Source: an optimization exercise on an open RTL-to-GDS flow (aim: small area). Production flows keep margins and buffers that such runs may drop.
Only simulation tests tie the RTL to the original design; equivalence was not proved.
No activity file was given, so power comes from the tool's default toggle rates.

## flow/constraint.sdc

```tcl
create_clock -name core_clock -period 6.2 [get_ports {w_clk_div}]
set_input_delay 1.2400 -clock core_clock [delete_from_list [all_inputs] [get_ports {w_clk_div}]]
set_output_delay 1.2400 -clock core_clock [all_outputs]
set_load 0.01 [all_outputs]
```

## flow/run.sh

```bash
#!/bin/bash
# synth_recipe.tcl (not shown) runs the flow's synth.tcl, then flattens the netlist and writes it again
# the make line also repeats each setting of config.mk as NAME=value (left out here)
make -C /OpenROAD-flow-scripts/flow DESIGN_CONFIG=/design/flow/config.mk WORK_HOME=/design/flow/orfs CLKGATE_MAP_FILE= SYNTH_SCRIPT=/design/flow/synth_recipe.tcl finish
```

## flow/config.mk

```make
export PLATFORM = sky130hd
export DESIGN_NAME = uart_mem_bridge
export DESIGN_NICKNAME = uart_mem_bridge
export VERILOG_FILES = /design/flow/design.v
export SDC_FILE = /design/flow/constraint.sdc
export NUM_CORES = 4
export LEC_CHECK = 0
export CAP_MARGIN = 20
export CORE_MARGIN = 2
export CORE_UTILIZATION = 40
export SLEW_MARGIN = 20
```

## flow/design.v

```verilog
package ub_pkg;
	typedef logic [7:0] byte_t;
	typedef logic [127:0] mem_word_t;
	typedef logic [26:0] mem_addr_t;
	typedef logic [2:0] bank_t;  
	typedef logic [13:0] row_t;  
	typedef logic [9:0] col_t;  
	typedef enum logic [2:0] {
		st_idle,  
		st_write_issue,  
		st_write_advance,  
		st_read_setup,  
		st_read_req,  
		st_read_wait,  
		st_read_send  
	} seq_state_t;
endpackage
`timescale 1ns/1ps
module uart_mem_bridge (
	input  logic         w_clk_div,
	input  logic         i_reset,
	input  logic         i_uart_rx,
	output logic         o_uart_tx,
	output logic         o_mem_cmd_en,
	output logic         o_mem_cmd_rd,
	output logic [2:0]   o_mem_bank,
	output logic [13:0]  o_mem_row,
	output logic [9:0]   o_mem_col,
	output logic [127:0] o_mem_wrdata,
	input  logic [127:0] i_mem_rddata,
	input  logic         i_mem_rddata_valid
);
	logic [1:0] r_sync;
	logic [3:0] r_rx_ph;
	logic [5:0] r_rx_cnt;
	logic [7:0] r_rx_sh;
	logic r_rx_valid;
	logic w_line;
	logic w_rx_tick;
	assign w_line = r_sync[1];
	assign w_rx_tick = (r_rx_cnt == 6'd53);
	always_ff @(posedge w_clk_div) begin
		if (i_reset) begin
			r_sync <= 2'b11;
			r_rx_ph <= 4'd1;
			r_rx_valid <= 1'b0;
		end else begin
			r_sync <= {r_sync[0], i_uart_rx};
			r_rx_valid <= 1'b0;
			if (r_rx_ph == 4'd1) begin
				if (!w_line)
					r_rx_ph <= 4'd7;  
			end else if (w_rx_tick) begin
				if (r_rx_ph == 4'd7 && w_line)
					r_rx_ph <= 4'd1;  
				else
					r_rx_ph <= r_rx_ph + 4'd1;  
				if (r_rx_ph == 4'd0)
					r_rx_valid <= w_line;  
			end
		end
	end
	always_ff @(posedge w_clk_div) begin
		if (r_rx_ph == 4'd1)
			r_rx_cnt <= 6'd27;  
		else if (w_rx_tick)
			r_rx_cnt <= 6'd0;
		else
			r_rx_cnt <= r_rx_cnt + 6'd1;
		if (r_rx_ph[3] && w_rx_tick)
			r_rx_sh <= {w_line, r_rx_sh[7:1]};
	end
	logic [3:0] r_fidx;  
	logic r_fv;
	logic [119:0] r_fbuf;  
	logic [127:0] w_frame;
	logic r_f_clr, r_f_rd, r_f_sa, r_ne_hi, r_ne_lo;
	logic [7:0] w_diff;
	assign w_frame = {r_fbuf, r_rx_sh};
	assign w_diff = r_rx_sh ^ r_fbuf[31:24];  
	always_ff @(posedge w_clk_div) begin
		if (i_reset) begin
			r_fidx <= 4'd0;
			r_fv <= 1'b0;
		end else begin
			r_fv <= r_rx_valid && (r_fidx == 4'd15);
			if (r_rx_valid)
				r_fidx <= r_fidx + 4'd1;
		end
	end
	always_ff @(posedge w_clk_div) begin
		if (r_rx_valid) begin
			if (r_fidx != 4'd15)
				r_fbuf <= {r_fbuf[111:0], r_rx_sh};
			r_f_clr <= (r_rx_sh == 8'h66) && (r_fidx == 4'd0 || r_f_clr);
			if (!r_fidx[3]) begin
				r_f_rd <= (r_rx_sh == 8'h77) && (r_fidx == 4'd0 || r_f_rd);
				r_f_sa <= (r_rx_sh == 8'h61) && (r_fidx == 4'd0 || r_f_sa);
			end
			r_ne_lo <= |w_diff[2:0];
			if (r_fidx == 4'd12)
				r_ne_hi <= |w_diff[2:0];
			else
				r_ne_hi <= r_ne_hi || (|w_diff[7:3]) || (r_fidx != 4'd15 && |w_diff[2:0]);
		end
	end
	localparam logic [2:0] S_IDLE = 3'b000;
	localparam logic [2:0] S_W1   = 3'b001;
	localparam logic [2:0] S_W2   = 3'b010;  
	localparam logic [2:0] S_R1   = 3'b101;
	localparam logic [2:0] S_RC   = 3'b110;  
	localparam logic [2:0] S_RW   = 3'b111;  
	localparam logic [2:0] S_RS   = 3'b100;  
	logic [2:0] r_st;
	logic [26:0] r_addr;  
	logic [26:0] r_save;  
	logic [23:0] r_end;  
	logic r_lo_eq;  
	logic w_dec, w_is_read, w_go_word, w_go_ack, w_rd_step;
	logic [23:0] w_addr_inc;
	logic [3:0] r_tph;  
	logic [5:0] r_tcnt;
	logic [3:0] r_tidx;
	logic w_ttick;
	logic [127:0] r_word;
	assign w_dec = r_fv && (r_st == S_IDLE);
	assign w_is_read = r_f_rd && (r_ne_hi || r_ne_lo);
	assign w_go_ack = w_dec && r_f_clr;
	assign w_go_word = r_st[2] && r_st[1] && i_mem_rddata_valid;
	assign w_ttick = (r_tcnt == 6'd53);
	assign w_rd_step = (r_st == S_RS) && (r_tph == 4'd1) && w_ttick;
	assign w_addr_inc = r_addr[26:3] + 24'd1;
	assign o_mem_cmd_en = r_st[1] && !r_st[0];
	assign o_mem_cmd_rd = r_st[2];
	assign {o_mem_bank, o_mem_row, o_mem_col} = r_addr;
	assign o_mem_wrdata = w_frame;
	always_ff @(posedge w_clk_div) begin
		if (i_reset) begin
			r_st <= S_IDLE;
			r_addr <= '0;
		end else begin
			case (r_st)
				S_IDLE: begin
					if (r_fv) begin
						if (r_f_clr)
							r_addr <= '0;
						else if (w_is_read) begin
							r_addr <= w_frame[58:32];
							r_st <= S_R1;
						end else if (r_f_sa)
							r_addr <= w_frame[26:0];
						else
							r_st <= S_W1;
					end
				end
				S_W1: r_st <= S_W2;
				S_W2: begin
					r_addr[26:3] <= w_addr_inc;
					r_st <= S_IDLE;
				end
				S_R1: r_st <= S_RC;
				S_RC, S_RW: begin
					if (i_mem_rddata_valid)
						r_st <= S_RS;
					else
						r_st <= S_RW;
				end
				S_RS: begin
					if (w_rd_step) begin
						if (r_addr[26:3] == r_end && r_lo_eq) begin
							r_addr <= r_save;
							r_st <= S_IDLE;
						end else begin
							r_addr[26:3] <= w_addr_inc;
							r_st <= S_R1;
						end
					end
				end
				default: r_st <= S_IDLE;
			endcase
		end
	end
	always_ff @(posedge w_clk_div) begin
		if (w_dec && !r_f_clr && w_is_read) begin
			r_save <= r_addr;
			r_end <= w_frame[26:3];
			r_lo_eq <= !r_ne_lo;
		end
	end
	always_ff @(posedge w_clk_div) begin
		if (w_go_word)
			r_word <= i_mem_rddata;
		else if (w_go_ack)
			r_word[7:0] <= 8'h8a;  
	end
	always_ff @(posedge w_clk_div) begin
		if (i_reset)
			r_tph <= 4'd2;
		else if (w_go_word || w_go_ack)
			r_tph <= 4'd6;
		else if (r_tph != 4'd2 && w_ttick) begin
			if (r_tph == 4'd0 && r_tidx != 4'd0)
				r_tph <= 4'd6;  
			else
				r_tph <= r_tph + 4'd1;
		end
	end
	always_ff @(posedge w_clk_div) begin
		if (w_go_word || w_go_ack) begin
			r_tcnt <= 6'd51;  
			r_tidx <= w_go_ack ? 4'd0 : 4'd15;
		end else if (w_ttick) begin
			if (r_tph == 4'd0) begin
				if (r_tidx != 4'd0) begin
					r_tcnt <= 6'd51;
					r_tidx <= r_tidx - 4'd1;
				end else
					r_tcnt <= 6'd52;  
			end else
				r_tcnt <= 6'd0;
		end else
			r_tcnt <= r_tcnt + 6'd1;
	end
	assign o_uart_tx = (r_tph != 4'd7) && !(r_tph[3] && !r_word[{r_tidx, r_tph[2:0]}]);
endmodule
```

==> impl_metrics.env, run 1 <==
export IMPL_core_region_area_sq_um=36500
export IMPL_numCtsBuffers=42
export IMPL_area_growth_syn_to_layout_pct=31.8
export IMPL_worst_skew_pair_late_latency_ns=0.54
export IMPL_final_fill_count=3021
export IMPL_synth_compound_gate_area_share=0.0702
export IMPL_timing_critical_path_cells="buf_4 -> nand2b_1 -> o221ai_1 -> a2111oi_0 -> o21ai_0 -> o21ai_0 -> nor3_1 -> clkdlybuf4s50_1"
export IMPL_layout_worst_path_cycle_share=0.753
export IMPL_synth_top_cell_by_area="sky130_fd_sc_hd__edfxtp_1"
export IMPL_avgRoutedWirePerCell_microns=20.9
export IMPL_run_status="timing/DRC/antenna clean"
export IMPL_slew_at_the_pin_closest_to_its_max_slew_limit_ns=1.00
export IMPL_hold_path_class="reg -> reg"
export IMPL_post_route_drc_count=0
export IMPL_route_vias_total=9426
export IMPL_power_per_cell_area_nw_per_um2=277
export IMPL_dp_final_hpwl_microns=25600
export IMPL_gp_congestion=0.805
export IMPL_critical_path_start="r_tph[1]$_SDFFE_PP1P_"
export IMPL_place_ws_ns=2.17
export IMPL_hold_fails_final_rpt=0
export IMPL_main_combinational_cell_family_by_area_after_synthesis="simple AND/OR/NAND/NOR gates"
export IMPL_detail_route_first_pass_iterations=5
export IMPL_worstRegToRegCells=7
export IMPL_via_density_per_instance=5.29
export IMPL_finalWorstPathRequiredPeriod_ns=4.67
export IMPL_rsz0062_at_grt="false"
export IMPL_clk_path_buf_depth=3
export IMPL_r2r_end="r_addr[15]$_SDFFE_PP0P_"
export IMPL_yosysSeqAreaShare=0.722
export IMPL_die_width_microns=196
export IMPL_cts_clk_slew_worst_paths_ns=0.06
export IMPL_timing_max_slew_rel_slack=0.332
export IMPL_diodes=0
export IMPL_number_of_enable_flip_flop_cells_after_synthesis=317
export IMPL_timing_clock_skew_ns=0.0101
export IMPL_synth_net_count=1123
export IMPL_post_synth_mux_area_share=0.0653
export IMPL_timing_critical_path_fanout_max=28
export IMPL_drt_antenna_violating_nets=0
export IMPL_postSynth_topFlopCell="sky130_fd_sc_hd__edfxtp_1"
export IMPL_post_synth_cell_area_avg_sq_um=15.2
export IMPL_timing_critical_path_to="o_uart_tx"
export IMPL_h_tree_depth=2
export IMPL_origin_of_the_critical_flop_to_flop_path="r_addr[7]$_SDFFE_PP0P_"
export IMPL_synth_async_reset_ratio=0
export IMPL_post_synth_instance_area_sq_um=14800
export IMPL_timing_max_transition_violations_final=0
export IMPL_routed_wirelength_microns=37200
export IMPL_grt_overflow_total=0
export IMPL_whs_path_depth=1
export IMPL_initial_core_util=0.405
export IMPL_ctsHoldBuffers=0
export IMPL_timing_reg2reg_setup_slack_ns=2.84
export IMPL_crit_path_end_kind="primary output"
export IMPL_critPathMaxStageDelay_ns=0.67
export IMPL_synth_simple_area_share=0.0821
export IMPL_max_cap_violations=0
export IMPL_floorplan_die_area_sq_um=38600
export IMPL_synth_adder_area_share=0.0127
export IMPL_clock_root_buffer="sky130_fd_sc_hd__clkbuf_16"
export IMPL_dr_first_iter_drc_count=710
export IMPL_yosysWarningCount=1
export IMPL_postLayoutSetupSlackWorst_ns=1.53
export IMPL_first_global_vias=9349
export IMPL_final_nets=1430
export IMPL_finalHoldWorstSlack_ns=0.419
export IMPL_rows=70
export IMPL_numClockSinks=375
export IMPL_startpoint_type="flop"
export IMPL_critPathRequiredTime_ns=4.96
export IMPL_synth_seq_cells=375
export IMPL_synthXorXnorAreaFrac=0.0308
export IMPL_die_outline_height_microns=196
export IMPL_grt_total_usage=0.191
export IMPL_postCtsResizedCells=0
export IMPL_max_clock_freq_mhz=214
export IMPL_cts_tree="done"
export IMPL_portion_of_synthesized_cell_area_occupied_by_the_leading_cell_type=0.643
export IMPL_crit_arrival_ns=3.43
export IMPL_grt_start_max_net_pins=74
export IMPL_cts_post_setup_buffers_inserted=0
export IMPL_dpl_cell_area_sq_um=18200
export IMPL_synth_cell_type_count=59
export IMPL_final_area_sq_um=19500
export IMPL_ys_top_cells_by_area="sky130_fd_sc_hd__edfxtp_1 (64%), sky130_fd_sc_hd__dfxtp_1 (7.8%), sky130_fd_sc_hd__mux4_2 (3.3%)"
export IMPL_ratio_of_cells_with_drive_above_1_in_the_final_layout=0.0806
export IMPL_power_leakage_nw=6.48
export IMPL_worst_path_max_delay_cell="sky130_fd_sc_hd__a2111oi_0"
export IMPL_vdd_ir_drop_max_uv=170
export IMPL_totalNegativeSetupSlack_ns=0
export IMPL_final_setup_viol_count=0
export IMPL_timing_worst_setup_path_type="reg -> out"
export IMPL_critPathMostFrequentCell="sky130_fd_sc_hd__o21ai_0"
export IMPL_place_port_buffers=289
export IMPL_grt_pass1_wl_microns=56100
export IMPL_netlist_instances=976
export IMPL_grt_antenna_before_repair=0
export IMPL_boundaryPins=290
-- cell type report --
type	count	area, sq um	share of cell area
Clock buffer	55	1120	0.0575
Tap cell	468	586	0.0300
Clock inverter	21	158	0.00808
Sequential cell	375	10700	0.548
Timing Repair Buffer	300	2980	0.153
Inverter	21	81.3	0.00417
Multi-Input combinational cell	543	3900	0.200
-- state kept, by name (all words and copies together), names as in the netlist, 2 cells and up --
signal / cells
r_fbuf: 120
r_word: 128
r_tcnt: 6
r_fidx: 4
r_sync: 2
r_save: 27
r_st: 3
r_rx_cnt: 6
r_end: 24
r_tidx: 4
r_tph: 4
r_rx_ph: 4
r_rx_sh: 8
r_addr: 27
-- stage by stage --
stage	cells	power, W	utilization
finish	1783	0.00541	0.534
global route	1783	0.00562	0.534
CTS	1783	0.00549	0.534
detailed placement	1707	0.00314	0.499
global placement	1706	0.00313	0.499
floorplan	976	0.00298	-
-- power breakdown --
part / switching, W / total, W / internal [W]
registers: 0.0000513 / 0.00280 / 0.00275
logic: 0.000130 / 0.000283 / 0.000153
clock network: 0.000964 / 0.00232 / 0.00136
total: 0.00115 / 0.00541 / 0.00426
-- layout by cell type (no fill, tap or decap), types with 15 or more instances in the layout --
cell	netlist	final
sky130_fd_sc_hd__edfxtp_1	317	317
sky130_fd_sc_hd__clkdlybuf4s50_1	0	288
sky130_fd_sc_hd__nor2_1	58	57
sky130_fd_sc_hd__nand2_1	57	57
sky130_fd_sc_hd__dfxtp_1	58	57
sky130_fd_sc_hd__a21oi_1	50	50
sky130_fd_sc_hd__mux2i_1	46	46
sky130_fd_sc_hd__clkbuf_16	0	43
sky130_fd_sc_hd__nor3_1	40	40
sky130_fd_sc_hd__o21ai_0	35	35
sky130_fd_sc_hd__xnor2_1	31	31
sky130_fd_sc_hd__mux4_2	22	22
sky130_fd_sc_hd__xor2_1	21	21
sky130_fd_sc_hd__nand3_1	19	19
sky130_fd_sc_hd__inv_1	19	18
sky130_fd_sc_hd__ha_1	15	15
-- cell usage after synthesis (7+ instances only) --
library cell                  n
sky130_fd_sc_hd__a211oi_1     8
sky130_fd_sc_hd__a21oi_1     50
sky130_fd_sc_hd__a221oi_1     9
sky130_fd_sc_hd__and2_1       9
sky130_fd_sc_hd__and3_1       7
sky130_fd_sc_hd__buf_2       18
sky130_fd_sc_hd__clkbuf_1    16
sky130_fd_sc_hd__dfxtp_1     58
sky130_fd_sc_hd__edfxtp_1   317
sky130_fd_sc_hd__ha_1        15
sky130_fd_sc_hd__inv_1       19
sky130_fd_sc_hd__mux2i_1     46
sky130_fd_sc_hd__mux4_2      22
sky130_fd_sc_hd__nand2_1     57
sky130_fd_sc_hd__nand2b_1    11
sky130_fd_sc_hd__nand3_1     19
sky130_fd_sc_hd__nand4_1     12
sky130_fd_sc_hd__nor2_1      58
sky130_fd_sc_hd__nor3_1      40
sky130_fd_sc_hd__nor4_1       7
sky130_fd_sc_hd__o21ai_0     35
sky130_fd_sc_hd__o21ai_1      8
sky130_fd_sc_hd__o221ai_1     7
sky130_fd_sc_hd__o22ai_1      7
sky130_fd_sc_hd__o2bb2ai_1   11
sky130_fd_sc_hd__xnor2_1     31
sky130_fd_sc_hd__xor2_1      21
-- cell families (layout without fill, tap and decap cells) --
logic type      Yosys count  count (layout)
compound gates          162             162
buf+inv                  58             397
flops                   375             375
mux                      69              69
fa+ha+maj                15              15
xor+xnor                 52              52
simple gates            245             245
-- metal layers --
layer  up-vias  share of wire  GRT usage
met4         0          0.019     0.0508
met5         -              0          0
li1       4382              -          -
met3        49          0.064     0.0339
met2       315           0.47      0.303
met1      4680           0.45      0.273
-- worst max-delay path, delay by kind of cell, from the launching register on --
| family | cells | cell delay [ns] |
|---|---|---|
| flip-flops | 1 | 0.31 |
| buffers and inverters | 2 | 0.85 |
| AO/OA/AOI/OAI | 4 | 1.18 |
| AND/OR/NAND/NOR | 2 | 0.54 |
-- how the worst min path moves through the flow --
stage,start,to,slack [ns]
2_1_floorplan,r_sync[0]$_SDFF_PP1_,r_sync[1]$_SDFF_PP1_,0.39
3_3_place_gp,r_sync[0]$_SDFF_PP1_,r_sync[1]$_SDFF_PP1_,0.40
3_5_place_dp,r_sync[0]$_SDFF_PP1_,r_sync[1]$_SDFF_PP1_,0.41
4_1_cts,r_sync[0]$_SDFF_PP1_,r_sync[1]$_SDFF_PP1_,0.42
5_1_grt,r_sync[0]$_SDFF_PP1_,r_sync[1]$_SDFF_PP1_,0.43
6_report,r_sync[0]$_SDFF_PP1_,r_sync[1]$_SDFF_PP1_,0.42
==> run 2: changes to the inputs <==
--- a/flow/config.mk
+++ b/flow/config.mk
@@ -9,3 +9,4 @@
 export CORE_MARGIN = 2
 export CORE_UTILIZATION = 40
+export CTS_BUF_LIST = sky130_fd_sc_hd__clkbuf_4
 export SLEW_MARGIN = 20
==> run 2 against run 1 <==
Compared with the run above:
- via count up 3.9%
- synthesized area is the same
- clock-buffer cell count increased by 99
- die area unchanged
- still clean
- flip-flop and latch count unchanged
- sequential share of layout area shrank 0.094 points
- largest cell class unchanged
- critical endpoint unchanged
- critical path type unchanged
==> impl_metrics.env, run 2 <==
export IMPL_yosysWarningCount=1
export IMPL_timing_worst_setup_path_type="reg -> out"
export IMPL_totalNegativeSetupSlack_ns=0
export IMPL_crit_arrival_ns=3.65
export IMPL_initial_core_util=0.405
export IMPL_rows=70
export IMPL_hold_path_class="reg -> reg"
export IMPL_whs_path_depth=1
export IMPL_ratio_of_cells_with_drive_above_1_in_the_final_layout=0.148
export IMPL_route_vias_total=9798
export IMPL_hold_fails_final_rpt=0
export IMPL_power_per_cell_area_nw_per_um2=271
export IMPL_worstRegToRegCells=7
export IMPL_timing_max_slew_rel_slack=0.331
export IMPL_post_route_drc_count=0
export IMPL_numClockSinks=375
export IMPL_r2r_end="r_addr[15]$_SDFFE_PP0P_"
export IMPL_grt_overflow_total=0
export IMPL_number_of_enable_flip_flop_cells_after_synthesis=317
export IMPL_layout_commonest_cell="sky130_fd_sc_hd__edfxtp_1"
export IMPL_timing_hold_worst_endpoint="r_sync[1]$_SDFF_PP1_"
export IMPL_dp_final_hpwl_microns=25600
export IMPL_hold_path_startpoint="r_sync[0]$_SDFF_PP1_"
export IMPL_globalRouteMet2Util=0.303
export IMPL_ctsHoldBuffers=0
export IMPL_first_global_vias=9907
export IMPL_max_clock_freq_mhz=205
export IMPL_numCtsBuffers=100
export IMPL_die_width_microns=196
export IMPL_postCtsResizedCells=0
export IMPL_slew_at_the_pin_closest_to_its_max_slew_limit_ns=1.00
export IMPL_worst_path_max_delay_cell="sky130_fd_sc_hd__a2111oi_0"
export IMPL_finalWorstPathRequiredPeriod_ns=4.89
export IMPL_synth_top_cell_by_area="sky130_fd_sc_hd__edfxtp_1"
export IMPL_synth_cell_type_count=59
export IMPL_via_density_per_instance=5.19
export IMPL_layout_worst_path_cycle_share=0.789
export IMPL_grt_total_usage=0.196
export IMPL_synth_net_count=1123
export IMPL_avgRoutedWirePerCell_microns=20.0
export IMPL_layout_cells_most_common_list="sky130_fd_sc_hd__edfxtp_1 (317), sky130_fd_sc_hd__clkdlybuf4s50_1 (288), sky130_fd_sc_hd__clkbuf_4 (154)"
export IMPL_yosys_cell_count_top_type="sky130_fd_sc_hd__edfxtp_1"
export IMPL_grt_start_max_net_pins=74
export IMPL_met3_usage_in_global_routing=0.0488
export IMPL_post_route_util=0.535
export IMPL_critPathMaxStageDelay_ns=0.66
export IMPL_h_tree_depth=3
export IMPL_detail_route_first_pass_iterations=6
export IMPL_place_port_buffers=289
export IMPL_largest_registers="r_word: 128 flops, r_fbuf: 120 flops"
export IMPL_vdd_ir_drop_max_uv=141
export IMPL_origin_of_the_critical_flop_to_flop_path="r_addr[7]$_SDFFE_PP0P_"
export IMPL_final_nets=1488
export IMPL_critical_path_start="r_tph[1]$_SDFFE_PP1P_"
export IMPL_netlist_instances=976
export IMPL_ys_top_cells_by_area="sky130_fd_sc_hd__edfxtp_1 (64%), sky130_fd_sc_hd__dfxtp_1 (7.8%), sky130_fd_sc_hd__mux4_2 (3.3%)"
export IMPL_power_leakage_nw=6.64
export IMPL_rsz0062_at_grt="false"
export IMPL_timing_critical_path_cells="buf_4 -> nand2b_1 -> o221ai_1 -> a2111oi_0 -> o21ai_0 -> o21ai_0 -> nor3_1 -> clkdlybuf4s50_1"
export IMPL_timing_clock_skew_ns=0.0384
export IMPL_gp_congestion=0.805
export IMPL_portion_of_synthesized_cell_area_occupied_by_the_leading_cell_type=0.643
export IMPL_run_status="timing/DRC/antenna clean"
export IMPL_yosysSeqAreaShare=0.722
export IMPL_post_synth_instance_area_sq_um=14800
export IMPL_core_region_area_sq_um=36500
export IMPL_critPathMostFrequentCell="sky130_fd_sc_hd__o21ai_0"
export IMPL_cts_post_setup_buffers_inserted=0
export IMPL_critPathRequiredTime_ns=4.96
export IMPL_clk_path_buf_depth=3
export IMPL_post_synth_cell_area_avg_sq_um=15.2
export IMPL_grtUsageMet1=0.273
export IMPL_boundaryPins=290
export IMPL_synth_commonest_cells="sky130_fd_sc_hd__edfxtp_1 (317), sky130_fd_sc_hd__dfxtp_1 (58), sky130_fd_sc_hd__nor2_1 (58)"
export IMPL_largest_register_ffs=128
export IMPL_die_outline_height_microns=196
export IMPL_registers_top_by_ff_count="r_word"
export IMPL_grt_antenna_before_repair=1
export IMPL_dr_first_iter_drc_count=597
export IMPL_gr_max_usage_layer="met2"
export IMPL_synth_seq_cells=375
export IMPL_worst_skew_pair_late_latency_ns=0.78
export IMPL_floorplan_die_area_sq_um=38600
export IMPL_drt_antenna_violating_nets=0
export IMPL_routed_wirelength_microns=37800
export IMPL_timing_critical_path_fanout_max=28
export IMPL_clock_root_buffer="sky130_fd_sc_hd__clkbuf_4"
export IMPL_cts_clk_slew_worst_paths_ns=0.07
export IMPL_place_ws_ns=2.17
export IMPL_crit_path_end_kind="primary output"
export IMPL_postSynth_topFlopCell="sky130_fd_sc_hd__edfxtp_1"
export IMPL_cts_tree="done"
export IMPL_synth_async_reset_ratio=0
export IMPL_postLayoutSetupSlackWorst_ns=1.31
export IMPL_final_setup_viol_count=0
export IMPL_timing_max_transition_violations_final=0
export IMPL_max_cap_violations=0
export IMPL_grt_pass1_wl_microns=57400
export IMPL_startpoint_type="flop"
export IMPL_timing_reg2reg_setup_slack_ns=2.93
export IMPL_area_growth_syn_to_layout_pct=32.0
==> run 2: cell counts after synthesis <==
No cell type changed its count.
==> run 2: report_power, final <==
group	internal [W]	switching (W)
combinational	0.000153	0.000130
sequential	0.00275	0.0000513
clock	0.00121	0.00100
total	0.00411	0.00118
==> run 2: layout make-up <==
class	instances	area, sq um
multi-input cells	543	3900
fillers	3111	17000
well taps	468	586
flip-flops and latches	375	10700
clock inverters	26	151
repair buffers	300	2980
diodes	2	5.00
clock buffers	154	1160
inverters	21	81.3
==> run 2: stage by stage <==
stage	hold WS, ns	power [W]	instances	instance area, sq um
CTS	0.415	0.00538	1887	19500
global route	0.433	0.00555	1888	19500
finish	0.415	0.00529	1889	19500
detailed placement	0.410	0.00314	1707	18200
global placement	0.398	0.00313	1706	18200
floorplan	0.389	0.00298	976	14800
==> run 2: kinds of logic (layout without fill, tap and decap cells) <==
family | Yosys count | after routing | synth area share
xor gates and xnor gates | 52 | 52 | 0.0308
DFF | 375 | 375 | 0.722
buffers and inverters | 58 | 501 | 0.0173
AOI/OAI and AO/OA | 162 | 162 | 0.0702
adders and majority gates | 15 | 15 | 0.0127
other | 0 | 2 | 0
muxes | 69 | 69 | 0.0653
and+or+nand+nor | 245 | 245 | 0.0821
==> run 2: how the worst max path moves through the flow <==
stage	to	slack (ns)	cells after the start
2_1_floorplan	r_tidx[0]$_DFFE_PP_	1.27	6
3_5_place_dp	o_uart_tx	2.17	7
6_report	o_uart_tx	1.31	8
3_3_place_gp	o_uart_tx	2.17	6
4_1_cts	o_uart_tx	1.26	8
5_1_grt	o_uart_tx	0.98	8
==> run 2: metal layers <==
layer	vias up	routed length (microns)
li1	4573	-
met1	4807	17000
met2	362	17700
met3	56	2470
met4	0	663
met5	-	0
==> run 2: worst max-delay path, delay by kind of cell, from the launching register on <==
family	cells	cell delay (ns)
AO/OA/AOI/OAI	4	1.16
buffers and inverters	2	0.86
flip-flops	1	0.31
AND/OR/NAND/NOR	2	0.55
==> run 3: changes to the inputs <==
==> flow/flow/run.sh (new file) <==
#!/bin/bash
# Standard ORFS layout (the standard.sh, unchanged synthesis, floorplan,
# power grid and routing) with two knobs the flow scripts read from the
# environment: the smallest buffer for the port buffers, and a clock tree
# without dummy loads built from small clock buffers.
set -euo pipefail
export BUFFER_PORTS_ARGS="-buffer_cell sky130_fd_sc_hd__buf_1"
export CTS_ARGS="-sink_clustering_enable -repair_clock_nets -dont_use_dummy_load -buf_list {sky130_fd_sc_hd__clkbuf_4 sky130_fd_sc_hd__clkbuf_8}"
bash standard.sh finish > make_finish.log 2>&1
==> flow/standard.sh (new file) <==
#!/bin/bash
# synth_recipe.tcl (not shown) runs the flow's synth.tcl, then flattens the netlist and writes it again
# the make line also repeats each setting of config.mk as NAME=value (left out here)
make -C /OpenROAD-flow-scripts/flow DESIGN_CONFIG=/design/flow/config.mk WORK_HOME=/design/flow/orfs CLKGATE_MAP_FILE= SYNTH_SCRIPT=/design/flow/synth_recipe.tcl "${@:-finish}"
--- a/flow/config.mk
+++ b/flow/config.mk
@@ -9,4 +9,3 @@
 export CORE_MARGIN = 2
 export CORE_UTILIZATION = 40
-export CTS_BUF_LIST = sky130_fd_sc_hd__clkbuf_4
 export SLEW_MARGIN = 20
removed: flow/run.sh
==> run 3 against run 2 <==
Compared with the run above:
- sequential share of layout area grew 6.8 points
- register-to-register slack gained 0.03 ns
- synthesized area is the same
- largest cell class unchanged
- cell count shrank 6.0%
- non-clock buffer count grew 1
- critical path depth is the same
==> impl_metrics.env, run 3 <==
export IMPL_run_status="timing/DRC/antenna clean"
export IMPL_boundaryPins=290
export IMPL_core_region_area_sq_um=36500
export IMPL_yosysSeqAreaShare=0.722
export IMPL_timing_critical_path_fanout_max=29
export IMPL_die_outline_height_microns=196
export IMPL_worst_skew_pair_late_latency_ns=0.58
export IMPL_dp_final_hpwl_microns=24300
export IMPL_timing_max_slew_rel_slack=0.340
export IMPL_largest_registers="r_word: 128 flops, r_fbuf: 120 flops"
export IMPL_timing_reg2reg_setup_slack_ns=2.96
export IMPL_grt_total_usage=0.185
export IMPL_worst_path_max_delay_cell="sky130_fd_sc_hd__dfxtp_2"
export IMPL_diodes=0
export IMPL_final_setup_viol_count=0
export IMPL_synth_async_reset_ratio=0
export IMPL_timing_max_transition_violations_final=0
export IMPL_cts_post_setup_buffers_inserted=0
export IMPL_crit_family="compound AO/OA/AOI/OAI gates"
export IMPL_hold_fails_final_rpt=0
export IMPL_cts_clk_slew_worst_paths_ns=0.05
export IMPL_finalWorstPathRequiredPeriod_ns=4.68
export IMPL_via_density_per_instance=5.30
export IMPL_portion_of_synthesized_cell_area_occupied_by_the_leading_cell_type=0.643
export IMPL_r2r_end="r_addr[15]$_SDFFE_PP0P_"
export IMPL_timing_clock_skew_ns=0.0462
export IMPL_registers_top_by_ff_count="r_word"
export IMPL_ys_top_cells_by_area="sky130_fd_sc_hd__edfxtp_1 (64%), sky130_fd_sc_hd__dfxtp_1 (7.8%), sky130_fd_sc_hd__mux4_2 (3.3%)"
export IMPL_max_clock_freq_mhz=214
export IMPL_drt_antenna_violating_nets=0
export IMPL_routed_wirelength_microns=36200
export IMPL_grt_overflow_total=0
export IMPL_crit_path_end_kind="primary output"
export IMPL_post_route_util=0.475
export IMPL_timing_hold_worst_endpoint="r_sync[1]$_SDFF_PP1_"
export IMPL_totalPowerFinal_w=0.00486
export IMPL_grt_pass1_wl_microns=54000
export IMPL_synth_cell_type_count=59
export IMPL_timing_worst_setup_path_type="reg -> out"
export IMPL_totalNegativeSetupSlack_ns=0
export IMPL_layout_worst_path_cycle_share=0.754
export IMPL_startpoint_type="flop"
export IMPL_yosysWarningCount=1
export IMPL_timing_critical_path_cells="buf_4 -> mux2i_1 -> o221ai_1 -> a2111oi_0 -> o21ai_0 -> o21ai_0 -> nor3_1 -> buf_1"
export IMPL_crit_arrival_ns=3.44
export IMPL_initial_core_util=0.405
export IMPL_critPathRequiredTime_ns=4.96
export IMPL_final_cell_count_no_fill=1775
export IMPL_post_synth_cell_area_avg_sq_um=15.2
export IMPL_place_port_buffers=289
export IMPL_area_growth_syn_to_layout_pct=17.3
export IMPL_synth_top_cell_by_area="sky130_fd_sc_hd__edfxtp_1"
export IMPL_first_global_vias=9131
export IMPL_die_width_microns=196
export IMPL_avgRoutedWirePerCell_microns=20.4
export IMPL_critical_path_buf_inv_count=2
export IMPL_clock_root_buffer="sky130_fd_sc_hd__clkbuf_8"
export IMPL_hold_path_class="reg -> reg"
export IMPL_power_leakage_nw=5.57
export IMPL_layout_cells_most_common_list="sky130_fd_sc_hd__edfxtp_1 (317), sky130_fd_sc_hd__buf_1 (288), sky130_fd_sc_hd__clkbuf_8 (67)"
export IMPL_placed_cells_incl_taps=1706
export IMPL_largest_register_ffs=128
export IMPL_clk_path_buf_depth=3
export IMPL_numClockSinks=375
export IMPL_critPathMaxStageDelay_ns=0.72
export IMPL_h_tree_depth=3
export IMPL_number_of_enable_flip_flop_cells_after_synthesis=317
export IMPL_cts_tree="done"
export IMPL_rsz0062_at_grt="false"
export IMPL_floorplan_die_area_sq_um=38600
export IMPL_critPathMostFrequentCell="sky130_fd_sc_hd__o21ai_0"
export IMPL_post_route_drc_count=0
export IMPL_synth_seq_cells=375
export IMPL_max_cap_violations=0
export IMPL_synth_net_count=1123
export IMPL_dr_first_iter_drc_count=742
export IMPL_yosys_cell_count_top_type="sky130_fd_sc_hd__edfxtp_1"
export IMPL_post_synth_instance_area_sq_um=14800
export IMPL_ratio_of_cells_with_drive_above_1_in_the_final_layout=0.0895
export IMPL_slew_at_the_pin_closest_to_its_max_slew_limit_ns=0.990
export IMPL_layout_commonest_cell="sky130_fd_sc_hd__edfxtp_1"
export IMPL_vdd_ir_drop_max_uv=117
export IMPL_power_per_cell_area_nw_per_um2=280
export IMPL_origin_of_the_critical_flop_to_flop_path="r_addr[20]$_SDFFE_PP0P_"
export IMPL_grt_antenna_before_repair=0
export IMPL_ctsHoldBuffers=0
export IMPL_gp_congestion=0.833
export IMPL_route_vias_total=9416
export IMPL_postSynth_topFlopCell="sky130_fd_sc_hd__edfxtp_1"
export IMPL_detail_route_first_pass_iterations=5
export IMPL_whs_path_depth=1
export IMPL_synth_commonest_cells="sky130_fd_sc_hd__edfxtp_1 (317), sky130_fd_sc_hd__dfxtp_1 (58), sky130_fd_sc_hd__nor2_1 (58)"
export IMPL_rows=70
export IMPL_hold_path_startpoint="r_sync[0]$_SDFF_PP1_"
export IMPL_postCtsResizedCells=0
export IMPL_worstRegToRegCells=7
export IMPL_numCtsBuffers=67
export IMPL_final_nets=1456
export IMPL_grt_start_max_net_pins=91
export IMPL_netlist_instances=976
-- run 3: cell count changes in the layout (fill, tap and decap cells not counted), moves of 2 or more --
cell                              delta
sky130_fd_sc_hd__clkinv_1           -21
sky130_fd_sc_hd__clkbuf_4          -154
sky130_fd_sc_hd__clkbuf_8           +67
sky130_fd_sc_hd__diode_2             -2
sky130_fd_sc_hd__inv_2               -2
sky130_fd_sc_hd__buf_1             +288
sky130_fd_sc_hd__clkdlybuf4s50_1   -288
sky130_fd_sc_hd__bufinv_16           -2
-- run 3: cell families after synthesis --
family | share of synthesized area
adder cells (fa/ha/maj) | 0.0127
flip-flops | 0.722
multiplexers | 0.0653
AND/OR/NAND/NOR | 0.0821
buffers and inverters | 0.0173
AO/OA/AOI/OAI | 0.0702
XOR/XNOR | 0.0308
-- run 3: routing by layer --
layer | up-vias | routed length [microns] | track usage
li1 | 4387 | - | -
met1 | 4633 | 16500 | 0.265
met2 | 327 | 16400 | 0.276
met3 | 69 | 2240 | 0.0421
met4 | 0 | 1060 | 0.0721
met5 | - | 0 | 0
-- run 3: layout make-up --
| class | count | area [sq um] |
|---|---|---|
| Clock buffer | 67 | 922 |
| Fill cell | 3251 | 19200 |
| Inverter | 21 | 81.3 |
| Multi-Input combinational cell | 543 | 3890 |
| Sequential cell | 375 | 10700 |
| Tap cell | 468 | 586 |
| Timing Repair Buffer | 301 | 1200 |
-- run 3: through the flow --
| stage | worst slack, ns | hold WS [ns] | area (sq um) |
|---|---|---|---|
| 2_1_floorplan | 1.27 | 0.389 | 14800 |
| 3_3_place_gp | 2.18 | 0.392 | 16400 |
| 3_5_place_dp | 2.08 | 0.399 | 16400 |
| 4_1_cts | 1.44 | 0.401 | 17300 |
| 5_1_grt | 1.21 | 0.408 | 17400 |
| 6_report | 1.52 | 0.397 | 17400 |
-- run 3: worst reg2reg max path, delay by kind of cell, from the launching register on --
family / cells / cell delay, ns
AND/OR/NAND/NOR: 4 / 1.27
AO/OA/AOI/OAI: 2 / 1.16
flip-flops: 1 / 0.52
XOR/XNOR: 1 / 0.17
-- run 3: power breakdown --
part           switching [W]  leakage [nW]  internal, W
combinational       0.000126          1.74    0.0000865
clock               0.000887         0.482     0.000951
sequential         0.0000509          3.35      0.00276
total                0.00106          5.57      0.00379
-- run 3: how the worst max path moves through the flow --
| stage | startpoint | endpoint | slack (ns) | cells after the start |
|---|---|---|---|---|
| finish | r_tph[0]$_SDFFE_PP0P_ | o_uart_tx | 1.52 | 8 |
| global route | r_tph[0]$_SDFFE_PP0P_ | o_uart_tx | 1.21 | 8 |
| CTS | r_tph[0]$_SDFFE_PP0P_ | o_uart_tx | 1.44 | 8 |
| detailed placement | r_tph[0]$_SDFFE_PP0P_ | o_uart_tx | 2.08 | 8 |
| global placement | r_tph[0]$_SDFFE_PP0P_ | o_uart_tx | 2.18 | 8 |
| floorplan | i_mem_rddata_valid | r_tidx[0]$_DFFE_PP_ | 1.27 | 6 |
==> run 4: changes to the inputs <==
--- a/flow/flow/run.sh
+++ b/flow/flow/run.sh
@@ -6,4 +6,4 @@
 set -euo pipefail
 export BUFFER_PORTS_ARGS="-buffer_cell sky130_fd_sc_hd__buf_1"
-export CTS_ARGS="-sink_clustering_enable -repair_clock_nets -dont_use_dummy_load -buf_list {sky130_fd_sc_hd__clkbuf_4 sky130_fd_sc_hd__clkbuf_8}"
+export CTS_ARGS="-sink_clustering_enable -repair_clock_nets -dont_use_dummy_load -buf_list {sky130_fd_sc_hd__clkbuf_8 sky130_fd_sc_hd__clkbuf_16} -sink_clustering_size 24 -sink_clustering_max_diameter 100"
 bash standard.sh finish > make_finish.log 2>&1
==> run 4 against run 3 <==
Compared with the run above:
- cell count is 2.7% lower
- core utilization is 1.2 points lower
- sequential share of layout area is 1.6 points higher
- sequential power hardly changed
- flip-flop and latch count stayed put
- clock skew is 0.0043 ns higher
- largest cell class unchanged
- largest power group unchanged
- highest routed layer unchanged
==> impl_metrics.env, run 4 <==
export IMPL_run_status="timing/DRC/antenna clean"
export IMPL_wl_met2_microns=16300
export IMPL_cts_clk_slew_worst_paths_ns=0.09
export IMPL_area_growth_syn_to_layout_pct=14.3
export IMPL_synth_async_reset_ratio=0
export IMPL_grt_start_max_net_pins=91
export IMPL_grt_overflow_total=0
export IMPL_initial_core_util=0.405
export IMPL_ratio_of_cells_with_drive_above_1_in_the_final_layout=0.0548
export IMPL_yosysWarningCount=1
export IMPL_power_sequential_fraction=0.649
export IMPL_die_width_microns=196
export IMPL_synth_top_cell_by_area="sky130_fd_sc_hd__edfxtp_1"
export IMPL_timing_clock_skew_ns=0.0505
export IMPL_p_int_w=0.00338
export IMPL_final_nets=1408
export IMPL_finalWorstPathRequiredPeriod_ns=4.63
export IMPL_dr_first_iter_drc_count=640
export IMPL_timing_critical_path_fanout_max=29
export IMPL_timing_reg2reg_setup_slack_ns=2.95
export IMPL_diodes=0
export IMPL_place_port_buffers=289
export IMPL_hold_fails_final_rpt=0
export IMPL_clock_root_buffer="sky130_fd_sc_hd__clkbuf_16"
export IMPL_dpl_cell_area_sq_um=16400
export IMPL_number_of_enable_flip_flop_cells_after_synthesis=317
export IMPL_grt_antenna_before_repair=0
export IMPL_routed_top_layer="met4"
export IMPL_final_fill_count=3281
export IMPL_post_route_drc_count=0
export IMPL_hold_path_startpoint="r_fbuf[84]$_DFFE_PP_"
export IMPL_post_synth_mux_area_share=0.0653
export IMPL_crit_arrival_ns=3.39
export IMPL_grt_pass1_wl_microns=52700
export IMPL_met3_wirelength_microns=1810
export IMPL_yosys_cell_count_top_type="sky130_fd_sc_hd__edfxtp_1"
export IMPL_totalNegativeSetupSlack_ns=0
export IMPL_synth_net_count=1123
export IMPL_numCtsBuffers=19
export IMPL_synth_compound_gate_area_share=0.0702
export IMPL_synth_simple_area_share=0.0821
export IMPL_rows=70
export IMPL_first_global_vias=8702
export IMPL_power_leakage_nw=5.32
export IMPL_portion_of_synthesized_cell_area_occupied_by_the_leading_cell_type=0.643
export IMPL_largest_register_ffs=128
export IMPL_dp_final_hpwl_microns=24300
export IMPL_max_cap_violations=0
export IMPL_worstRegToRegCells=7
export IMPL_postCtsResizedCells=0
export IMPL_synth_adder_area_share=0.0127
export IMPL_layout_commonest_cell="sky130_fd_sc_hd__edfxtp_1"
export IMPL_grt_total_usage=0.178
export IMPL_avgRoutedWirePerCell_microns=20.6
export IMPL_gp_congestion=0.833
export IMPL_largest_registers="r_word: 128 flops, r_fbuf: 120 flops"
export IMPL_worst_skew_pair_late_latency_ns=0.55
export IMPL_routed_wirelength_microns=35500
export IMPL_clk_path_buf_depth=3
export IMPL_pwr_share_clk=0.301
export IMPL_critical_path_start="r_tph[0]$_SDFFE_PP0P_"
export IMPL_synthXorXnorAreaFrac=0.0308
export IMPL_combinationalPowerShare=0.049
export IMPL_post_synth_instance_area_sq_um=14800
export IMPL_drt_antenna_violating_nets=0
export IMPL_layout_cells_most_common_list="sky130_fd_sc_hd__edfxtp_1 (317), sky130_fd_sc_hd__buf_1 (288), sky130_fd_sc_hd__nor2_1 (57), sky130_fd_sc_hd__nand2_1 (57), sky130_fd_sc_hd__dfxtp_1 (57)"
export IMPL_numClockSinks=375
export IMPL_finalHoldWorstSlack_ns=0.417
export IMPL_origin_of_the_critical_flop_to_flop_path="r_addr[7]$_SDFFE_PP0P_"
export IMPL_core_region_area_sq_um=36500
export IMPL_layout_worst_path_cycle_share=0.747
export IMPL_hold_path_class="reg -> reg"
export IMPL_h_tree_depth=1
export IMPL_crit_path_end_kind="primary output"
export IMPL_post_synth_cell_area_avg_sq_um=15.2
export IMPL_vdd_ir_drop_max_uv=173
export IMPL_synth_commonest_cells="sky130_fd_sc_hd__edfxtp_1 (317), sky130_fd_sc_hd__dfxtp_1 (58), sky130_fd_sc_hd__nor2_1 (58)"
export IMPL_ctsHoldBuffers=0
export IMPL_whs_path_depth=0
export IMPL_critPathRequiredTime_ns=4.96
export IMPL_synth_seq_cells=375
export IMPL_timing_max_transition_violations_final=0
export IMPL_timing_worst_setup_path_type="reg -> out"
export IMPL_synth_cell_type_count=59
export IMPL_via_density_per_instance=5.31
export IMPL_netlist_instances=976
export IMPL_boundaryPins=290
export IMPL_timing_max_slew_rel_slack=0.338
export IMPL_switching_power_w=0.000925
export IMPL_registers_top_by_ff_count="r_word"
export IMPL_sw_frac_of_total=0.215
export IMPL_route_vias_total=9170
export IMPL_yosysSeqAreaShare=0.722
export IMPL_timing_hold_worst_endpoint="r_fbuf[92]$_DFFE_PP_"
export IMPL_r2r_end="r_addr[15]$_SDFFE_PP0P_"
export IMPL_final_setup_viol_count=0
export IMPL_max_clock_freq_mhz=216
export IMPL_rsz0062_at_grt="false"
export IMPL_met1Wirelength_microns=16600
export IMPL_detail_route_first_pass_iterations=5
export IMPL_slew_at_the_pin_closest_to_its_max_slew_limit_ns=0.993
export IMPL_cts_post_setup_buffers_inserted=0
export IMPL_floorplan_die_area_sq_um=38600
export IMPL_power_per_cell_area_nw_per_um2=255
export IMPL_ys_top_cells_by_area="sky130_fd_sc_hd__edfxtp_1 (64%), sky130_fd_sc_hd__dfxtp_1 (7.8%), sky130_fd_sc_hd__mux4_2 (3.3%)"
export IMPL_die_outline_height_microns=196
export IMPL_startpoint_type="flop"
export IMPL_final_area_sq_um=16900
export IMPL_main_combinational_cell_family_by_area_after_synthesis="simple AND/OR/NAND/NOR gates"
export IMPL_cts_tree="done"
export IMPL_postSynth_topFlopCell="sky130_fd_sc_hd__edfxtp_1"
run 4: worst max-delay path by stage:
| stage | to | slack, ns |
|---|---|---|
| floorplan | r_tidx[0]$_DFFE_PP_ | 1.27 |
| global placement | o_uart_tx | 2.18 |
| detailed placement | o_uart_tx | 2.08 |
| CTS | o_uart_tx | 1.51 |
| global route | o_uart_tx | 1.28 |
| finish | o_uart_tx | 1.57 |
run 4: final cells by class:
type	instances	area (sq um)	area share
Sequential cell	375	10700	0.631
Multi-Input combinational cell	543	3890	0.230
Clock buffer	19	475	0.0281
Timing Repair Buffer	301	1200	0.0711
Inverter	21	81.3	0.00481
Tap cell	468	586	0.0346
run 4: layer usage:
layer	up-vias	global-route usage
met5	-	0
met4	0	0.0421
met3	39	0.0267
met2	260	0.278
met1	4583	0.265
li1	4288	-
run 4: power groups by stage:
stage               sequential, W  clock [W]  combinational, W
floorplan                 0.00285          0          0.000129
global placement          0.00285          0          0.000210
detailed placement        0.00285          0          0.000214
CTS                       0.00280    0.00136          0.000215
global route              0.00280    0.00143          0.000241
finish                    0.00280    0.00130          0.000212
run 4: kinds of logic (layout without fill, tap and decap cells):
family | Yosys count | in the layout
buffers and inverters | 58 | 341
AOI/OAI and AO/OA | 162 | 162
xor gates and xnor gates | 52 | 52
muxes | 69 | 69
and+or+nand+nor | 245 | 245
adders and majority gates | 15 | 15
DFF | 375 | 375
run 4: through the flow:
step,power (W),std cells,util,worst slack (ns)
2_1_floorplan,0.00298,976,-,1.27
3_3_place_gp,0.00306,1706,0.449,2.18
3_5_place_dp,0.00307,1706,0.449,2.08
4_1_cts,0.00437,1725,0.462,1.51
5_1_grt,0.00447,1727,0.463,1.28
6_report,0.00431,1727,0.463,1.57
run 4: worst max-delay path, cell delays in order (launching register included):
cell	delay, ns
sky130_fd_sc_hd__dfxtp_2	0.73
sky130_fd_sc_hd__buf_4	0.54
sky130_fd_sc_hd__mux2i_1	0.26
sky130_fd_sc_hd__o221ai_1	0.15
sky130_fd_sc_hd__a2111oi_0	0.66
sky130_fd_sc_hd__o21ai_0	0.17
sky130_fd_sc_hd__o21ai_0	0.11
sky130_fd_sc_hd__nor3_1	0.09
sky130_fd_sc_hd__buf_1	0.14
==> run 5: changes to the inputs <==
--- a/flow/config.mk
+++ b/flow/config.mk
@@ -8,4 +8,4 @@
 export CAP_MARGIN = 20
 export CORE_MARGIN = 2
-export CORE_UTILIZATION = 40
+export CORE_UTILIZATION = 65
 export SLEW_MARGIN = 20
==> run 5 against run 4 <==
Compared with the run above:
- design area is 1.6% lower
- worst setup slack improved by 0.060 ns
- sequential power about the same
- clock skew is 0.026 ns lower
- die area fell by 38%
- core utilization increased by 28 points
- synthesized area did not move
- critical path depth unchanged
- critical path type unchanged
- largest cell class unchanged
==> impl_metrics.env, run 5 <==
export IMPL_gp_congestion=0.811
export IMPL_crit_path_end_kind="primary output"
export IMPL_largest_register_ffs=128
export IMPL_grt_start_max_net_pins=81
export IMPL_p_int_w=0.00338
export IMPL_final_nets=1407
export IMPL_final_area_sq_um=16700
export IMPL_worstRegToRegCells=6
export IMPL_run_status="timing/DRC/antenna clean"
export IMPL_synth_cell_type_count=59
export IMPL_detail_route_first_pass_iterations=5
export IMPL_initial_core_util=0.658
export IMPL_cts_post_setup_buffers_inserted=0
export IMPL_layout_commonest_cell="sky130_fd_sc_hd__edfxtp_1"
export IMPL_max_cap_violations=0
export IMPL_timing_clock_skew_ns=0.0247
export IMPL_via_density_per_instance=6.14
export IMPL_sw_frac_of_total=0.209
export IMPL_totalNegativeSetupSlack_ns=0
export IMPL_grt_overflow_total=0
export IMPL_netlist_instances=976
export IMPL_clock_root_buffer="sky130_fd_sc_hd__clkbuf_16"
export IMPL_grt_total_usage=0.281
export IMPL_cts_tree="done"
export IMPL_boundaryPins=290
export IMPL_slew_at_the_pin_closest_to_its_max_slew_limit_ns=1.12
export IMPL_synth_top_cell_by_area="sky130_fd_sc_hd__edfxtp_1"
export IMPL_registers_top_by_ff_count="r_word"
export IMPL_pwr_share_clk=0.295
export IMPL_grt_pass1_wl_microns=51500
export IMPL_startpoint_type="flop"
export IMPL_yosysWarningCount=1
export IMPL_largest_registers="r_word: 128 flops, r_fbuf: 120 flops"
export IMPL_layout_cells_most_common_list="sky130_fd_sc_hd__edfxtp_1 (317), sky130_fd_sc_hd__buf_1 (288), sky130_fd_sc_hd__nor2_1 (57), sky130_fd_sc_hd__nand2_1 (57), sky130_fd_sc_hd__dfxtp_1 (57)"
export IMPL_routed_wirelength_microns=34100
export IMPL_worst_path_max_delay_cell="sky130_fd_sc_hd__buf_4"
export IMPL_dpl_cell_area_sq_um=16200
export IMPL_ys_top_cells_by_area="sky130_fd_sc_hd__edfxtp_1 (64%), sky130_fd_sc_hd__dfxtp_1 (7.8%), sky130_fd_sc_hd__mux4_2 (3.3%)"
export IMPL_rsz0062_at_grt="false"
export IMPL_postCtsResizedCells=0
export IMPL_timing_critical_path_cells="buf_4 -> mux4_2 -> a211o_1 -> a211oi_1 -> a21oi_1 -> o21ai_0 -> nor3_1 -> buf_1"
export IMPL_power_sequential_fraction=0.654
export IMPL_dr_first_iter_drc_count=955
export IMPL_critPathRequiredTime_ns=4.96
export IMPL_floorplan_die_area_sq_um=24000
export IMPL_yosysSeqAreaShare=0.722
export IMPL_h_tree_depth=1
export IMPL_power_leakage_nw=5.31
export IMPL_number_of_enable_flip_flop_cells_after_synthesis=317
export IMPL_hold_fails_final_rpt=0
export IMPL_critPathMaxStageDelay_ns=0.61
export IMPL_crit_arrival_ns=3.33
export IMPL_yosys_cell_count_top_type="sky130_fd_sc_hd__edfxtp_1"
export IMPL_synth_commonest_cells="sky130_fd_sc_hd__edfxtp_1 (317), sky130_fd_sc_hd__dfxtp_1 (58), sky130_fd_sc_hd__nor2_1 (58)"
export IMPL_vdd_ir_drop_max_uv=232
export IMPL_worst_skew_pair_late_latency_ns=0.52
export IMPL_synth_seq_cells=375
export IMPL_hold_path_class="reg -> reg"
export IMPL_ratio_of_cells_with_drive_above_1_in_the_final_layout=0.0533
export IMPL_power_per_cell_area_nw_per_um2=257
export IMPL_core_region_area_sq_um=22500
export IMPL_synth_net_count=1123
export IMPL_final_setup_viol_count=0
export IMPL_ctsHoldBuffers=0
export IMPL_rows=55
export IMPL_post_synth_instance_area_sq_um=14800
export IMPL_area_growth_syn_to_layout_pct=12.5
export IMPL_post_route_drc_count=0
export IMPL_timing_critical_path_fanout_max=40
export IMPL_numClockSinks=375
export IMPL_max_clock_freq_mhz=219
export IMPL_post_synth_cell_area_avg_sq_um=15.2
export IMPL_clk_path_buf_depth=3
export IMPL_avgRoutedWirePerCell_microns=22.1
export IMPL_grt_antenna_before_repair=2
export IMPL_first_global_vias=9102
export IMPL_die_width_microns=155
export IMPL_whs_path_depth=1
export IMPL_combinationalPowerShare=0.050
export IMPL_timing_max_slew_rel_slack=0.249
export IMPL_route_vias_total=9481
export IMPL_portion_of_synthesized_cell_area_occupied_by_the_leading_cell_type=0.643
export IMPL_numCtsBuffers=19
export IMPL_drt_antenna_violating_nets=0
export IMPL_finalWorstPathRequiredPeriod_ns=4.57
export IMPL_dp_final_hpwl_microns=23300
export IMPL_timing_worst_setup_path_type="reg -> out"
export IMPL_synth_async_reset_ratio=0
export IMPL_layout_worst_path_cycle_share=0.737
export IMPL_die_outline_height_microns=155
export IMPL_switching_power_w=0.000893
export IMPL_timing_max_transition_violations_final=0
export IMPL_postSynth_topFlopCell="sky130_fd_sc_hd__edfxtp_1"
export IMPL_cts_clk_slew_worst_paths_ns=0.10
export IMPL_place_port_buffers=289
run 5: layer usage:
metal | share of wire | global-route usage
met5 | 0 | 0
met2 | 0.46 | 0.436
met3 | 0.097 | 0.0663
met4 | 0.031 | 0.0908
met1 | 0.42 | 0.402
run 5: worst max-delay path, delay by kind of cell, from the launching register on:
kind	cells	cell delay, ns
multiplexers	1	0.61
AND/OR/NAND/NOR	1	0.11
flip-flops	1	0.54
AO/OA/AOI/OAI	4	0.80
buffers and inverters	2	0.75
run 5: area by class of cell:
cell class                      instances  area (sq um)
Multi-Input combinational cell        543          3890
Fill cell                            1476          5850
Sequential cell                       375         10700
Tap cell                              285           357
Timing Repair Buffer                  300          1170
Clock buffer                           19           475
Antenna cell                            1          2.50
Inverter                               21          81.3
run 5: logic make-up after synthesis:
logic type / after synthesis / share of synthesized area
adders and majority gates: 15 / 0.0127
muxes: 69 / 0.0653
buffers and inverters: 58 / 0.0173
DFF: 375 / 0.722
AOI/OAI and AO/OA: 162 / 0.0702
xor gates and xnor gates: 52 / 0.0308
and+or+nand+nor: 245 / 0.0821
run 5: worst paths after layout:
kind	from	slack, ns	endpoint
worst max register to register	r_addr[19]$_SDFFE_PP0P_	3.01	r_addr[17]$_SDFFE_PP0P_
worst min register to register	r_sync[0]$_SDFF_PP1_	0.43	r_sync[1]$_SDFF_PP1_
worst max-delay path	r_tph[0]$_SDFFE_PP0P_	1.63	o_uart_tx
worst min-delay path	r_sync[0]$_SDFF_PP1_	0.43	r_sync[1]$_SDFF_PP1_
run 5: through the flow:
step | total power [W] | hold slack, ns | instances | worst slack [ns] | util
2_1_floorplan | 0.00298 | 0.389 | 976 | 1.27 | -
3_3_place_gp | 0.00306 | 0.394 | 1524 | 2.26 | 0.719
3_5_place_dp | 0.00307 | 0.411 | 1524 | 2.17 | 0.719
4_1_cts | 0.00430 | 0.436 | 1543 | 1.61 | 0.740
5_1_grt | 0.00440 | 0.457 | 1543 | 1.44 | 0.740
6_report | 0.00428 | 0.430 | 1544 | 1.63 | 0.740
run 5: power groups by stage:
stage / clock, W / sequential, W / combinational, W
floorplan: 0 / 0.00285 / 0.000129
global placement: 0 / 0.00285 / 0.000204
detailed placement: 0 / 0.00285 / 0.000211
CTS: 0.00129 / 0.00280 / 0.000214
global route: 0.00136 / 0.00281 / 0.000240
finish: 0.00126 / 0.00280 / 0.000216
==> run 6: changes to the inputs <==
--- a/flow/flow/run.sh
+++ b/flow/flow/run.sh
@@ -6,4 +6,4 @@
 set -euo pipefail
 export BUFFER_PORTS_ARGS="-buffer_cell sky130_fd_sc_hd__buf_1"
-export CTS_ARGS="-sink_clustering_enable -repair_clock_nets -dont_use_dummy_load -buf_list {sky130_fd_sc_hd__clkbuf_8 sky130_fd_sc_hd__clkbuf_16} -sink_clustering_size 24 -sink_clustering_max_diameter 100"
+export CTS_ARGS="-sink_clustering_enable -repair_clock_nets -dont_use_dummy_load -buf_list {sky130_fd_sc_hd__clkbuf_16} -sink_clustering_size 30 -sink_clustering_max_diameter 100"
 bash standard.sh finish > make_finish.log 2>&1
--- a/flow/config.mk
+++ b/flow/config.mk
@@ -6,6 +6,6 @@
 export NUM_CORES = 4
 export LEC_CHECK = 0
-export CAP_MARGIN = 20
+export CAP_MARGIN = 0
 export CORE_MARGIN = 2
-export CORE_UTILIZATION = 65
-export SLEW_MARGIN = 20
+export CORE_UTILIZATION = 40
+export SLEW_MARGIN = 0
==> run 6 against run 5 <==
Compared with the run above:
- still clean
- wire length up 3.6%
- sequential share of layout area shrank 0.66 points
- register-to-register slack worse by 0.08 ns
- cell count is 12% higher
- fmax down 2.1%
- global-route usage is 10 points lower
- non-clock buffer count fell by 1
- synthesized cell count did not move
- highest routed layer unchanged
==> impl_metrics.env, run 6 <==
export IMPL_layout_commonest_cell="sky130_fd_sc_hd__edfxtp_1"
export IMPL_critPathRequiredTime_ns=4.96
export IMPL_post_synth_cell_area_avg_sq_um=15.2
export IMPL_dp_final_hpwl_microns=24300
export IMPL_routed_wirelength_microns=35300
export IMPL_number_of_enable_flip_flop_cells_after_synthesis=317
export IMPL_final_nets=1404
export IMPL_ys_top_cells_by_area="sky130_fd_sc_hd__edfxtp_1 (64%), sky130_fd_sc_hd__dfxtp_1 (7.8%), sky130_fd_sc_hd__mux4_2 (3.3%)"
export IMPL_floorplan_die_area_sq_um=38600
export IMPL_yosysWarningCount=1
export IMPL_crit_path_end_kind="primary output"
export IMPL_worst_skew_pair_late_latency_ns=0.54
export IMPL_cts_tree="done"
export IMPL_finalHoldWorstSlack_ns=0.414
export IMPL_vdd_ir_drop_max_uv=171
export IMPL_timing_max_slew_rel_slack=0.253
export IMPL_synth_cell_type_count=59
export IMPL_largest_registers="r_word: 128 flops, r_fbuf: 120 flops"
export IMPL_first_global_vias=8704
export IMPL_synth_compound_gate_area_share=0.0702
export IMPL_power_per_cell_area_nw_per_um2=252
export IMPL_numClockSinks=375
export IMPL_power_leakage_nw=5.28
export IMPL_grt_start_max_net_pins=91
export IMPL_boundaryPins=290
export IMPL_startpoint_type="flop"
export IMPL_clock_root_buffer="sky130_fd_sc_hd__clkbuf_16"
export IMPL_grt_antenna_before_repair=0
export IMPL_route_vias_total=9180
export IMPL_slew_at_the_pin_closest_to_its_max_slew_limit_ns=1.12
export IMPL_avgRoutedWirePerCell_microns=20.5
export IMPL_timing_worst_setup_path_type="reg -> out"
export IMPL_hold_path_class="reg -> reg"
export IMPL_timing_max_transition_violations_final=0
export IMPL_layout_cells_most_common_list="sky130_fd_sc_hd__edfxtp_1 (317), sky130_fd_sc_hd__buf_1 (288), sky130_fd_sc_hd__nor2_1 (57), sky130_fd_sc_hd__nand2_1 (57), sky130_fd_sc_hd__dfxtp_1 (57)"
export IMPL_rsz0062_at_grt="false"
export IMPL_synth_seq_cells=375
export IMPL_dr_first_iter_drc_count=682
export IMPL_final_setup_viol_count=0
export IMPL_ctsHoldBuffers=0
export IMPL_portion_of_synthesized_cell_area_occupied_by_the_leading_cell_type=0.643
export IMPL_initial_core_util=0.405
export IMPL_clk_path_buf_depth=3
export IMPL_die_width_microns=196
export IMPL_post_synth_mux_area_share=0.0653
export IMPL_critical_path_buf_inv_count=2
export IMPL_finalWorstPathRequiredPeriod_ns=4.67
export IMPL_postSynth_topFlopCell="sky130_fd_sc_hd__edfxtp_1"
export IMPL_grt_pass1_wl_microns=52500
export IMPL_core_region_area_sq_um=36500
export IMPL_crit_arrival_ns=3.43
export IMPL_timing_critical_path_cells="buf_4 -> mux2i_1 -> o221ai_1 -> a2111oi_0 -> o21ai_0 -> o21ai_0 -> nor3_1 -> buf_1"
export IMPL_post_synth_instance_area_sq_um=14800
export IMPL_synth_adder_area_share=0.0127
export IMPL_hold_fails_final_rpt=0
export IMPL_netlist_instances=976
export IMPL_cts_clk_slew_worst_paths_ns=0.12
export IMPL_timing_clock_skew_ns=0.0396
export IMPL_via_density_per_instance=5.33
export IMPL_synth_async_reset_ratio=0
export IMPL_synthXorXnorAreaFrac=0.0308
export IMPL_rows=70
export IMPL_grt_overflow_total=0
export IMPL_registers_top_by_ff_count="r_word"
export IMPL_grt_total_usage=0.177
export IMPL_drt_antenna_violating_nets=0
export IMPL_largest_register_ffs=128
export IMPL_gp_congestion=0.833
export IMPL_run_status="timing/DRC/antenna clean"
export IMPL_yosys_cell_count_top_type="sky130_fd_sc_hd__edfxtp_1"
export IMPL_die_outline_height_microns=196
export IMPL_timing_critical_path_fanout_max=29
export IMPL_critPathMaxStageDelay_ns=0.74
export IMPL_area_growth_syn_to_layout_pct=13.7
export IMPL_placed_cells_incl_taps=1706
export IMPL_numCtsBuffers=17
export IMPL_max_cap_violations=0
export IMPL_h_tree_depth=1
export IMPL_totalNegativeSetupSlack_ns=0
export IMPL_detail_route_first_pass_iterations=5
export IMPL_synth_simple_area_share=0.0821
export IMPL_place_port_buffers=289
export IMPL_post_route_drc_count=0
export IMPL_final_cell_count_no_fill=1723
export IMPL_main_combinational_cell_family_by_area_after_synthesis="simple AND/OR/NAND/NOR gates"
export IMPL_synth_commonest_cells="sky130_fd_sc_hd__edfxtp_1 (317), sky130_fd_sc_hd__dfxtp_1 (58), sky130_fd_sc_hd__nor2_1 (58)"
export IMPL_ratio_of_cells_with_drive_above_1_in_the_final_layout=0.0518
export IMPL_postCtsResizedCells=0
export IMPL_critPathMostFrequentCell="sky130_fd_sc_hd__o21ai_0"
export IMPL_yosysSeqAreaShare=0.722
export IMPL_diodes=0
export IMPL_crit_family="compound AO/OA/AOI/OAI gates"
export IMPL_max_clock_freq_mhz=214
export IMPL_cts_post_setup_buffers_inserted=0
export IMPL_worst_path_max_delay_cell="sky130_fd_sc_hd__dfxtp_2"
export IMPL_layout_worst_path_cycle_share=0.753
export IMPL_synth_net_count=1123
export IMPL_synth_top_cell_by_area="sky130_fd_sc_hd__edfxtp_1"
[run 6: cell counts after synthesis]
No cell type changed its count.
[run 6: kinds of logic after synthesis]
family	after synthesis
compound gates	162
xor+xnor	52
fa+ha+maj	15
simple gates	245
buf+inv	58
flops	375
mux	69
[run 6: cell type report]
| class | instances | area (sq um) |
|---|---|---|
| Clock buffer | 17 | 425 |
| Timing Repair Buffer | 299 | 1160 |
| Inverter | 21 | 81.3 |
| Tap cell | 468 | 586 |
| Multi-Input combinational cell | 543 | 3890 |
| Sequential cell | 375 | 10700 |
| Fill cell | 3275 | 19700 |
[run 6: path summary, 6_finish.rpt]
check,slack (ns),endpoint,cells after the start,from
min,0.41,r_sync[1]$_SDFF_PP1_,1,r_sync[0]$_SDFF_PP1_
min reg2reg,0.41,r_sync[1]$_SDFF_PP1_,1,r_sync[0]$_SDFF_PP1_
max reg2reg,2.93,r_addr[15]$_SDFFE_PP0P_,7,r_addr[7]$_SDFFE_PP0P_
max,1.53,o_uart_tx,8,r_tph[0]$_SDFFE_PP0P_
[run 6: worst reg2reg max path, delay by kind of cell, from the launching register on]
kind,cells,cell delay [ns]
flops,1,0.54
xor+xnor,1,0.16
compound gates,2,1.14
simple gates,4,1.24
[run 6: per-layer routing]
layer,share of wire,GRT usage,vias to the layer above
met5,0,0,-
met4,0.020,0.0401,0
met3,0.047,0.0221,32
met2,0.46,0.277,240
met1,0.47,0.265,4623
li1,-,-,4285
[run 6: power by group]
part           switching, W  internal (W)
Sequential        0.0000501       0.00275
Clock              0.000731      0.000496
Combinational      0.000126     0.0000864
[run 6: metrics by stage]
stage	setup slack, ns	utilization	area, sq um	total power [W]
floorplan	1.27	-	14800	0.00298
global placement	2.18	0.449	16400	0.00306
detailed placement	2.08	0.449	16400	0.00307
CTS	1.47	0.461	16800	0.00430
global route	1.24	0.461	16800	0.00439
finish	1.53	0.461	16800	0.00424

[what the ideal ports hide]
The flow's constraints put no driver on any port. The routed layouts listed below were extracted and timed again, unchanged, in two steps.
Step 1: set_driving_cell puts a clkbuf_16 on w_clk_div and a buf_2 on each other input, an assumption about the parent block.
Step 2 also shifts input and output timing later by t, the mid clock arrival at the registers, as if the neighbouring blocks saw the same clock.
Three values: no drivers, after step 1, after step 2; two values: the first two.
run	t (ns)	setup slack, ns	latest minus earliest clock arrival (ns)	pins driven straight from the clock port
run 1	0.583	1.534 / 1.483 / 2.066	0.014 / 0.013	1
run 2	0.803	1.310 / 1.265 / 2.068	0.055 / 0.054	1
run 3	0.617	1.524 / 1.475 / 2.092	0.065 / 0.065	1
run 4	0.578	1.568 / 1.517 / 2.094	0.057 / 0.057	1
run 5	0.561	1.628 / 1.575 / 2.136	0.026 / 0.026	1
run 6	0.574	1.529 / 1.475 / 2.049	0.041 / 0.041	1
After both steps setup and hold are still met in every run listed.
